Source: an optimization exercise on an open RTL-to-GDS flow (aim: small area, a short achievable clock period and few clock cycles per item). Production flows keep margins and buffers that such runs may drop.
Function was not checked in any run shown here: the RTL went through the layout flow alone.

## flow/design.v (module list and top-level ports; edited modules follow where they fit)
// module aes_ks_front: 70 lines
// module aes_ks_back: 32 lines
// module aes_sbox_benc: 13 lines
// module aes128_block_cipher: 8403 lines
module aes128_block_cipher (
    input  logic          aclk,
    input  logic          aresetn,
    input  logic          cfg_wr_en,
    input  logic [1:0]    cfg_index,
    input  logic [63:0]   cfg_data,
    input  logic          s_valid,
    output logic          s_ready,
    input  logic [63:0]   s_block_upper,
    input  logic [63:0]   s_block_lower,
    output logic          m_valid,
    input  logic          m_ready,
    output logic [63:0]   m_result_upper,
    output logic [63:0]   m_result_lower
);
  // ...
==> flow/run.sh <==
#!/bin/bash
# synth_recipe.tcl (not shown) runs the flow's synth.tcl, then flattens the netlist and writes it again
# the make line also repeats each setting of config.mk as NAME=value (left out here)
make -C /OpenROAD-flow-scripts/flow DESIGN_CONFIG=/design/flow/config.mk WORK_HOME=/design/flow/orfs CLKGATE_MAP_FILE= SYNTH_SCRIPT=/design/flow/synth_recipe.tcl finish
==> flow/config.mk <==
export PLATFORM = sky130hd
export DESIGN_NAME = aes128_block_cipher
export DESIGN_NICKNAME = aes128_block_cipher
export VERILOG_FILES = /design/flow/design.v
export SDC_FILE = /design/flow/constraint.sdc
export NUM_CORES = 8
export LEC_CHECK = 0
export ABC_AREA = 1
export CAP_MARGIN = 30
export CORE_MARGIN = 2
export CORE_UTILIZATION = 45
export PLACE_DENSITY = 0.6
export SETUP_SLACK_MARGIN = 5.0
export SLEW_MARGIN = 30
==> flow/constraint.sdc <==
create_clock -name core_clock -period 8.0 [get_ports {aclk}]
set_input_delay 1.6000 -clock core_clock [delete_from_list [all_inputs] [get_ports {aclk}]]
set_output_delay 1.6000 -clock core_clock [all_outputs]
set_load 0.01 [all_outputs]
==> summary.txt, run 1 <==
Status
  – Status: no timing/DRC/antenna violations

Final layout
  – Nets: about 19,000
  – FF+latch count: 2,220
  – Fraction of area in multi-input gates: 0.516
  – Number of clock buffers in the layout: 330
  – Comb_multi_in: 14,100
  – Top cell category: multi-input combinational cells
  – Clock buf/inv share: 0.0447

Critical path
  – Critical path arrival: between 1500 and 2000 ps
  – End of the worst register-to-register path: kq[20]
  – Setup CP Type: reg2out

Placed design
  – IO buf count: between 300 and 400
  – Post-DP HPWL: 488 mm
  – Placed cell count: 22,700

Floorplanning
  – # Taps: approximately 4,800
  – Chip height: 603 um

Logic synthesis
  – Xor/xnor cell area share of the yosys netlist: 0.345
  – Ranking of synthesized cells by area: edfxtp_1, xor2_1, xnor2_1
  – Post-synth top cells: nand2_1, xor2_1, xnor2_1
  – Number of synthesized flops with an enable pin: a little under 2,000

CTS
  – Number of buffers on the longest clock path: 4

Detailed routing
  – Via count: ~130k

Min path
  – End of the worst hold path: dirs[5]
  – Hold depth: 0

Global route
  – Vias in the first global route: 119,000
  – M2 GR Usage: 0.490
==> inputs of run 2 (changes only) <==
--- a/flow/design.v
+++ b/flow/design.v
@@ -165,20 +165,17 @@
     logic [3:0]   rnd7;
     logic [127:0] oa, ob, oc;
     logic         oa_v, ob_v, oc_v;
     logic         s_ready_r;
     wire [127:0] kfirst = kdec ? k10_r : key_r;
     wire key_wr   = cfg_wr_en & ~cfg_index[1];
     wire kready   = (kcnt == 7'd0) | (kcnt == (kexp ? 7'd20 : 7'd40));
     wire done     = sv[7] & lst[7];
-    wire stall    = done & oc_v;
-    wire push     = done & ~stall;
-    wire adv      = ~oa_v | m_ready;
-    wire ob_ld    = (adv & ob_v) | ~ob_v;
+    wire stall    = done & oa_v & ob_v;
     wire ld_a     = kready & (~dir_r | k10_ok);
     assign s_ready = s_ready_r;
     wire load     = s_valid & s_ready_r;
     wire expand   = (kcnt == 7'd0) & ~|sv & dir_r & ~k10_ok & ~key_wr;
     wire kstart   = (load & ld_a) | expand;
     wire [127:0] ld_in = {s_block_upper, s_block_lower} ^ kfirst;
     wire [127:0] ld_xa;
     assign ld_xa[120] = ~(ld_in[122] ^ ld_in[125] ^ ld_in[127]);
@@ -8351,25 +8348,25 @@
             end
             if (c_last) k10_ok_n = 1'b1;
         end
         if (!stall) begin
             sv_n   = {sv[6:0], load | (sv[7] & ~lst[7])};
             rnd0_n = load ? 4'd1 : rnd7 + 4'd1;
             lst_n  = {lst[6], lst[5], lst[4], rnd3 == 4'd9, lst[2], lst[1], lst[0], ~load & (rnd7 == 4'd9)};
         end
+        oc_v_n = 1'b0;
         oa_v_n = oa_v;
         ob_v_n = ob_v;
-        oc_v_n = oc_v;
-        if (adv) oa_v_n = ob_v;
-        if (ob_ld) begin
-            ob_v_n = oc_v | push;
-            oc_v_n = oc_v & push;
-        end else if (push) begin
-            oc_v_n = 1'b1;
+        if (oa_v && m_ready) begin
+            oa_v_n = ob_v | (done & ~stall);
+            ob_v_n = 1'b0;
+        end else if (done && !stall) begin
+            if (oa_v) ob_v_n = 1'b1;
+            else oa_v_n = 1'b1;
         end
         kdec_n = dir_n & k10_ok_n;
     end
     logic       first_n, klast_n;
     logic [1:0] src_n, step_n;
     logic [7:0] rcon_n;
     always_comb begin
         first_n = 1'b0; src_n = 2'b1; step_n = '0; klast_n = 1'b0; rcon_n = 8'h00;
@@ -8434,17 +8431,17 @@
         if (kcnt_n == 7'd0) begin
             first_n = 1'b1;
             step_n  = '0;
             klast_n = 1'b0;
         end
     end
     wire       kready_n = (kcnt_n == 7'd0) | (kcnt_n == (kexp_n ? 7'd20 : 7'd40));
     wire       done_n   = sv_n[7] & lst_n[7];
-    wire       stall_n  = done_n & oc_v_n;
+    wire       stall_n  = done_n & oa_v_n & ob_v_n;
     wire       lda_n    = kready_n & (~dir_n | k10_ok_n);
     wire       ldb_n    = (kcnt_n != 7'd0) & (kcnt_n < 7'd8) & ~kexp_n;
     wire       s_ready_n = ~stall_n & (lda_n | ldb_n);
     always_ff @(posedge aclk) begin
         if (!aresetn) begin
             key_r     <= '0;
             dir_r     <= 1'b0;
             k10_ok    <= 1'b0;
@@ -8506,16 +8503,19 @@
             rnd4 <= rnd3 + 4'd1;
             rnd5 <= rnd4;
             rnd6 <= rnd5;
             rnd7 <= rnd6;
             if (c_step[0]) w0 <= knext;
             if (c_step[1]) w1 <= knext;
             if (c_last) k10_r <= knext;
         end
-        if (adv) oa <= ob;
-        if (ob_ld) ob <= oc_v ? oc : z1;
-        else if (push) oc <= z1;
+        if (oa_v && m_ready) begin
+            oa <= ob_v ? ob : z1;
+        end else if (done && !stall) begin
+            if (oa_v) ob <= z1;
+            else oa <= z1;
+        end
     end
     assign m_valid        = oa_v;
     assign m_result_upper = oa[127:64];
     assign m_result_lower = oa[63:0];
 endmodule
==> run 2 against run 1 <==
- wire length decreased by 1.9%
- synthesized cell count decreased by 1.6%
- non-clock buffer count decreased by 40
- worst hold slack got worse by 9.8 ps
- sequential share of layout area decreased by 1.3 points
- sequential cell count decreased by 129
- design area decreased by 2.2%
- die area decreased by 2.1%
- synthesized area decreased by 2.1%
- largest cell class unchanged
==> summary.txt, run 2 <==
Logic synthesis
  – Post-synth top cells: nand2_1, xor2_1, xnor2_1 (unchanged)
  – Mapped Nets: 18,000 (was 18,200)
  – Count of cell types in the netlist: 66 (was 68)
  – Most frequent cell after synthesis: nand2_1 (unchanged)
  – Yosys top cell area share: 0.348 (was 0.364)
  – Seq cells post-synth: 2,091 (was 2,220)
  – Ys async rst share: 0 (unchanged)
  – Syn Area/Cell: 8.94 um2 (was 8.98 um2)
  – Register area share after synthesis: 0.381 (was 0.397)
  – Top cell type by total area after synthesis: edfxtp_1 (unchanged)
  – Number of synthesized flops with an enable pin: 1,831 (was 1,959)
  – Synthesized area: 158,000 um2 (was 161,000 um2)
  – Synth warn: 1 (unchanged)
  – Synth Flop Type: edfxtp_1 (unchanged)
  – Post-Synthesis Cells: 17,700 (was 18,000)
  – Ranking of synthesized cells by area: edfxtp_1, xor2_1, xnor2_1 (unchanged)

Global route
  – Met3 Track Usage GR: 0.0783 (was 0.0881)
  – Most used routing layer: met2 (unchanged)
  – GR Overflow Total: 0 (unchanged)
  – Largest net degree at the start of global routing: 127 (was 128)
  – Vias in the first global route: 117,000 (was 119,000)
  – Met1 usage: 0.455 (was 0.445)
  – Gr usage total: 0.342 (was 0.341)
  – Global-route wire length before repair: 868 mm (was 880 mm)
  – M2 GR Usage: 0.495 (was 0.490)
  – Initial antenna violation count: 53 (was 34)

Detailed routing
  – First-pass DRT Iterations: 6 (was 10)
  – Drt via density: 5.48 (was 5.47)
  – Final ANT Viol Nets: 0 (unchanged)
  – DRC viols: 0 (unchanged)
  – Final wirelength: 638 mm (was 651 mm)
  – DRT iter0 DRCs: 16,000 (was 15,500)
  – Routed wire per std cell: 27.2 um (about the same)
  – Via count: 128,000 (was 131,000)

STA
  – Final setup viols: 0 (unchanged)
  – RSZ-0062 raised after global routing: true (unchanged)
  – Final hold vios: 0 (unchanged)
  – Min Hold Slack: 316 ps (was 326 ps)
  – TNS Setup: 0 ps (unchanged)
  – Worst slew margin: 0.180 (was 0.250)
  – Final worst path period share: 0.440 (was 0.438)
  – Slew Limit Fails: 0 (unchanged)
  – Clk_skew: 83.3 ps (was 93.0 ps)
  – FMAX: 284 MHz (was 285 MHz)
  – Worst Max-Slew Pin Slew: 1220 ps (was 1120 ps)
  – Worst Setup Slack, final: 4480 ps (was 4490 ps)
  – Min cycle time layout: 3520 ps (was 3510 ps)

Critical path
  – Crit path capture type: output port (unchanged)
  – Critical path cell sequence: buf_6 (was buf_2)
  – CP top delay family: flip-flops (unchanged)
  – Startpoint types: flip-flop (unchanged)
  – Critical path arrival: 1920 ps (was 1910 ps)
  – CP peak stage delay: 660 ps (was 670 ps)
  – Buffer and inverter count on the worst path: 1 (unchanged)
  – Required @ worst endpoint: 6400 ps (about the same)
  – Crit Path Max Fanout: 1 (unchanged)
  – Crit-path slowest cell: edfxtp_1 (unchanged)
  – Setup CP Type: reg2out (unchanged)

Floorplanning
  – Std-Cell Rows: 217 (was 219)
  – I/O pin count: 329 (unchanged)
  – Die area: 356,000 um2 (was 364,000 um2)
  – Core area: 349,000 um2 (was 356,000 um2)
  – Chip height: 597 um (was 603 um)
  – Die Wd: 597 um (was 603 um)
  – Initial Util: 0.452 (was 0.453)

Final layout
  – Fraction of layout cells with a size suffix above 1: 0.183 (was 0.174)
  – Most frequent cells in the layout: nand2_1, xor2_1, xnor2_1, edfxtp_1, o21ai_0 (unchanged)
  – Nets: 18,900 (was 19,200)
  – Commonest non-fill, non-tap cell in the layout: nand2_1 (unchanged)
  – Largest registers: u0s1 (192), u1s1 (192) (unchanged)
  – Area Growth Syn to Fin: 21.9% (about the same)
  – Multi-input logic area: 102,000 um2 (about the same)
  – Register cell area after layout: 60,200 um2 (was 64,100 um2)
  – Fillers: 30,800 (was 31,400)

Status
  – Status: no timing/DRC/antenna violations (unchanged)

Placed design
  – Pre-CTS setup slack: 2820 ps (was 2880 ps)
  – IO buf count: 328 (unchanged)
  – Post-DP HPWL: 481 mm (was 488 mm)
  – GPL Wtd Cong: 1.07 (was 1.09)

CTS
  – Clock Latency Late Sink: 1010 ps (was 1000 ps)
  – Number of buffers on the longest clock path: 4 (unchanged)
  – CTS Buf Count: 242 (was 266)
  – CTS Root Cell: clkbuf_16 (unchanged)
  – # hold bufs at CTS: 0 (unchanged)
  – Clock slew at reported path FFs: 70 ps (was 60 ps)
  – Clk sinks: 2,091 (was 2,220)
  – H-tree levels: 4 (was 5)
  – CTS tree: done (unchanged)

Min path
  – Worst hold path type: reg2reg (unchanged)

Flow run
  – Max Cap Viol: 0 (unchanged)
run 2: what timing repair did:
action,in CTS,in global routing
hold endpoints to repair,0,0
setup endpoints to repair,2883,1100
buffers inserted,261,339
gates cloned,42,10
pin swaps,209,536
gates resized for setup,1574,1250
run 2: cell type report:
class                           instances  area share
Timing Repair inverter                  6    0.000292
Antenna cell                           30    0.000390
Tap cell                             4599      0.0299
Sequential cell                      2091       0.313
Clock inverter                        151     0.00888
Multi-Input combinational cell      14000       0.531
Timing Repair Buffer                 1170      0.0606
Clock buffer                          302      0.0343
Inverter                             1100      0.0224
run 2: per-layer routing:
| metal | vias up | routed length (um) |
|---|---|---|
| met5 | - | 104 |
| met4 | 16 | 52400 |
| met3 | 1362 | 72100 |
| met2 | 6588 | 266000 |
| met1 | 61600 | 248000 |
| li1 | 58900 | - |
run 2: kinds of logic (layout without fill, tap and decap cells):
logic type               count (synthesis)  count (layout)  share of synthesized area
AND/OR/NAND/NOR                       5211            5215                      0.135
flip-flops                            2091            2091                      0.381
AO/OA/AOI/OAI                         2223            2223                     0.0745
other                                    0              30                          0
adder cells (fa/ha/maj)                 74              74                    0.00586
buffers and inverters                 1618            2729                     0.0403
multiplexers                           130             130                    0.00915
XOR/XNOR                              6343            6343                      0.354
run 2: worst paths after layout:
| check | startpoint | to | slack (ps) | cells past startpoint |
|---|---|---|---|---|
| worst max register to register | c_src[1] | kq[41] | 4730 | 25 |
| worst max-delay path | oa[112] | m_result_upper[48] | 4480 | 1 |
| worst min register to register | dirs[4] | dirs[5] | 320 | 0 |
| worst min-delay path | dirs[4] | dirs[5] | 320 | 0 |
run 2: stage by stage:
stage / cell area, um2 / util / instances
floorplan: 158000 / - / 17700
global placement: 167000 / 0.478 / 22300
detailed placement: 167000 / 0.478 / 22300
CTS: 183000 / 0.525 / 23100
global route: 193000 / 0.551 / 23400
finish: 193000 / 0.551 / 23400

static timing again, ports no longer ideal:
No port has a modelled driver above. Below, the same layouts with a new extraction and two added sets of constraints.
Step 1 sets driving cells, clkbuf_16 on the clock port and buf_2 on the other inputs (assumed; they add their load-dependent delay and slew).
Step 2 adds t to the input delays and takes it off the output delays; t is the mean of the earliest and latest rising clock arrival at the registers after step 1. Input paths then give back, and output paths get back, about the clock's delay inside the block.
a / b / c = ideal / step 1 / step 2; a / b = the first two.
run	t, ns	setup slack, ns	worst setup path after step 2
run 1	1.060	4.493 / 4.387 / 3.888	input to register
run 2	1.097	4.480 / 4.355 / 3.932	input to register
After both steps setup and hold are still met in every run listed. The setup slack of run 1, which loses most, moves by -0.106 ns with the drivers and by -0.605 ns with both steps.
